Context: an optimization exercise on an open-source flow, tuned for small area and a short achievable clock period. The choices shown serve that exercise and are no tape-out recipe. RTL that was checked went through simulation tests only; none was proved equivalent to the original. Power is estimated from default activity; no workload was simulated.

// systolic_row
module systolic_row (
    input  logic                          i_clk,
    input  logic                          i_rst_n,
    input  logic                          i_approx,        
    input  sa_pkg::pixel_t                i_pixel,         
    input  logic [8*8-1:0]       i_weight,        
    input  logic [8-1:0]              i_clear,         
    output logic [8*(8 + 8 + $clog2(3))-1:0]    o_acc_result,    
    output logic [8-1:0]             o_pass_pixel,    
    output logic [8*8-1:0]       o_pass_weight    
);
For scale: about 4300 cells after synthesis, about 270 flip-flops, roughly 300 I/O pins.
==> flow/config.mk <==
export PLATFORM = sky130hd
export DESIGN_NAME = systolic_row
export DESIGN_NICKNAME = systolic_row
export VERILOG_FILES = /design/flow/design.v
export SDC_FILE = /design/flow/constraint.sdc
export NUM_CORES = 4
export LEC_CHECK = 0
export CAP_MARGIN = 20
export CORE_MARGIN = 2
export CORE_UTILIZATION = 40
export SLEW_MARGIN = 20
==> flow/constraint.sdc <==
create_clock -name core_clock -period 10.5 [get_ports {i_clk}]
set_input_delay 2.1000 -clock core_clock [delete_from_list [all_inputs] [get_ports {i_clk}]]
set_output_delay 2.1000 -clock core_clock [all_outputs]
set_load 0.01 [all_outputs]
run.sh (not shown) runs the stock make flow with config.mk's settings and CLKGATE_MAP_FILE= SYNTH_SCRIPT=/design/flow/synth_recipe.tcl, a recipe that flattens the netlist after the stock synthesis.
The starting point ran to the end with no violations.
Edit:
CORE_UTILIZATION = 65   (was 40)
SETUP_SLACK_MARGIN = 3   (was not set)
Combinational power is higher by about 4%.
Critical path depth went up by 8.
Total power increases by about 3%.
Via count is higher by about 4%.
Worst setup slack gets better by 1.1 ns.
Edit:
SETUP_SLACK_MARGIN = not set   (was 3)
After rerunning: Register-to-register slack is worse by 0.70 ns; total power shrinks by 3.0%; clock-buffer cell count grows by 4; wire length is lower by 0.94%; synthesized area is unchanged; core utilization came out lower by 1.4 points; synthesized cell count does not change; cell area went down by 1.9%; die area stays the same; sequential share of layout area climbs by 0.29 points; via count shrinks by 0.31%.
Edit:
CTS_BUF_LIST = sky130_fd_sc_hd__clkbuf_4 sky130_fd_sc_hd__clkbuf_8   (was not set)
Outcome: Global-route usage barely changes; power decreases by 1.2%; via count went up by 0.51%; synthesized area does not change; die area is unchanged; cell area is about the same; clock-buffer cell count grows by 33; wire length is about the same; synthesized cell count stays the same.
No run of this note included a check of the RTL's function; only the layout flow was run.


== build 2 ==
Another version of the RTL of systolic_row (not shown whole).
Size in the first run: ~4,500 cells after synthesis, about 270 flip-flops, ~0.033 mm2 of cells after synthesis.
==> flow/config.mk <==
export PLATFORM = sky130hd
export DESIGN_NAME = systolic_row
export DESIGN_NICKNAME = systolic_row
export VERILOG_FILES = /design/flow/design.v
export SDC_FILE = /design/flow/constraint.sdc
export NUM_CORES = 4
export LEC_CHECK = 0
export ABC_AREA = 1
export CAP_MARGIN = 20
export CORE_MARGIN = 2
export CORE_UTILIZATION = 65
export SETUP_SLACK_MARGIN = 3.5
export SLEW_MARGIN = 20
==> flow/constraint.sdc <==
create_clock -name core_clock -period 10.5 [get_ports {i_clk}]
set_input_delay 2.1000 -clock core_clock [delete_from_list [all_inputs] [get_ports {i_clk}]]
set_output_delay 2.1000 -clock core_clock [all_outputs]
set_load 0.01 [all_outputs]
standard.sh (not shown) runs the stock make flow with config.mk's settings and CLKGATE_MAP_FILE= SYNTH_SCRIPT=/design/flow/synth_recipe.tcl, a recipe that flattens the netlist after the stock synthesis.
==> flow/flow/run.sh <==
#!/bin/bash
# Layout flow: the standard ORFS flow (standard.sh, synthesis unchanged), with the
# input and output ports buffered by the smallest plain buffer instead of the cell
# buffer_ports picks by default. Each tool's output goes to make.log here and to ORFS's
# own per-step logs under orfs/logs.
set -euo pipefail
export BUFFER_PORTS_ARGS="-buffer_cell sky130_fd_sc_hd__buf_1"
bash standard.sh > make.log 2>&1
Modified inputs, build 90 compared to build 2
Settings: clearing ABC_AREA, which used to be 1; swapping 3.5 for 3 in SETUP_SLACK_MARGIN.
==> flow/run.sh (new file) <==
#!/bin/bash
# synth_recipe.tcl (not shown) runs the flow's synth.tcl, then flattens the netlist and writes it again
# the make line also repeats each setting of config.mk as NAME=value (left out here)
make -C /OpenROAD-flow-scripts/flow DESIGN_CONFIG=/design/flow/config.mk WORK_HOME=/design/flow/orfs CLKGATE_MAP_FILE= SYNTH_SCRIPT=/design/flow/synth_recipe.tcl finish
removed: flow/flow/run.sh
removed: flow/standard.sh
### Flow results
- Start point of the critical path = i_pixel[6]: build 2; start point of the critical path = i_approx: build 90
- As of build 90, die area had risen by a few percent compared to build 2.
- The final reports for build 90 and build 2 show total power after layout higher in the former.
- Comparing build 2 and build 90, part of the total power dissipated in the clock network is higher on build 2.
- Compared with build 2, build 90 shows a slew at the pin closest to its max-slew limit that is 0.049 ns higher.
- Summary of build 90 over build 2: post-synthesis xor/xnor area fraction went up by 2.2 points; number of antenna violations at the first check in global routing went down by 1.
- Compared to build 2, build 90 has maximum frequency 14 MHz lower.
- Build 2 ended up with met5 as its highest routing layer actually used; build 90 ended up with met4.
- Taking build 2 as the reference, in build 90 number of cells traversed by the worst register-to-register path moved down, final worst-path setup slack decreased by 0.67 ns relative to the old numbers, clock-buffer cell count went up.
Input changes introduced in build 51 (baseline for comparison: build 90):
Settings: ABC_AREA newly set to 1; SETUP_SLACK_MARGIN changed from 3 to 4.
==> flow/flow/run.sh (new file) <==
#!/bin/bash
# Layout flow: the standard ORFS flow (standard.sh, synthesis unchanged), with the
# input and output ports buffered by the smallest plain buffer instead of the cell
# buffer_ports picks by default. Each tool's output goes to make.log here and to ORFS's
# own per-step logs under orfs/logs.
set -euo pipefail
export BUFFER_PORTS_ARGS="-buffer_cell sky130_fd_sc_hd__buf_1"
bash standard.sh > make.log 2>&1
==> flow/standard.sh (new file) <==
#!/bin/bash
# synth_recipe.tcl (not shown) runs the flow's synth.tcl, then flattens the netlist and writes it again
# the make line also repeats each setting of config.mk as NAME=value (left out here)
make -C /OpenROAD-flow-scripts/flow DESIGN_CONFIG=/design/flow/config.mk WORK_HOME=/design/flow/orfs CLKGATE_MAP_FILE= SYNTH_SCRIPT=/design/flow/synth_recipe.tcl "${@:-finish}"
removed: flow/run.sh
### Flow results
Going from build 90 to build 51, via-per-instance ratio shrank by a little under 10%.
Build 90 reached the final stage; the timing, DRC and antenna checks on its layout passed.
The final layout from build 51, which completed every stage, passed the timing, DRC and antenna checks at the end of the flow.
Build 51 against build 90: placement-stage worst setup slack rose by 0.69 ns, ratio of final minimum period to clock period fell by 7.4 points, vertical die dimension fell by 2.1%, xor/xnor cell area share of the yosys netlist fell by 2.2 points.
diff inputs: build 51 => build 76
Settings: SETUP_SLACK_MARGIN changed from 4 to 3.
## What came out
- Build 51 → build 76: insertion delay of the later-clocked pin in the worst-skew pair closely matched the old numbers; design area decreased by about 7% relative to the old numbers.
- Build 76 reports its critical path launch point as i_pixel[7] while build 51 reports i_pixel[6].
- Build 76 finished every step from synthesis to the final layout, and the layout passed the timing, DRC and antenna checks.
- Comparing build 51 and build 76, the higher proportion of layout cells with a drive suffix above 1 was measured on build 51.
- Build 76 against build 51; combinational power is down by more than 10%.
- Number of gates resized after CTS, build 51 and build 76: larger value in build 51

## static timing again, ports no longer ideal
No port has a modelled driver above. Below, the same layouts with a new extraction and two added sets of constraints.
Step 1 sets driving cells, clkbuf_16 on the clock port and buf_2 on the other inputs (assumed; they add their load-dependent delay and slew).
Step 2 adds t to the input delays and takes it off the output delays; t is the mean of the earliest and latest rising clock arrival at the registers after step 1. Input paths then give back, and output paths get back, about the clock's delay inside the block.
Three values: ideal, step 1, step 2; two values: the first two.
| run | t, ns | setup slack, ns | worst hold slack (ns) | worst register clock-pin slew, ns | worst slew at a driven data input, ns |
|---|---|---|---|---|---|
| the first run of note 1 | 0.647 | 2.062 / 2.108 / 1.461 | 0.455 / 0.455 / 0.455 | 0.06 / 0.06 | 0.06 |
| the second run of note 1 | 0.629 | 3.138 / 3.103 / 2.473 | 0.416 / 0.416 / 0.416 | 0.07 / 0.07 | 0.17 |
| the third run of note 1 | 0.630 | 2.027 / 2.050 / 1.420 | 0.422 / 0.422 / 0.422 | 0.07 / 0.07 | 0.07 |
| the fourth run of note 1 | 0.714 | 2.114 / 2.147 / 1.433 | 0.428 / 0.428 / 0.428 | 0.07 / 0.07 | 0.07 |
| build 2 | 0.627 | 3.796 / 3.832 / 3.205 | 0.422 / 0.422 / 0.422 | 0.08 / 0.08 | 0.17 |
| build 90 | 0.619 | 3.126 / 3.129 / 2.510 | 0.422 / 0.422 / 0.422 | 0.06 / 0.06 | 0.08 |
| build 51 | 0.621 | 3.907 / 3.923 / 3.301 | 0.419 / 0.419 / 0.419 | 0.07 / 0.07 | 0.11 |
| build 76 | 0.620 | 3.416 / 3.454 / 2.834 | 0.432 / 0.432 / 0.432 | 0.06 / 0.06 | 0.08 |
After both steps every run listed still meets setup and hold. For the fourth run of note 1, which loses most, drivers alone change the setup slack by +0.033 ns; drivers and shift together by -0.681 ns.
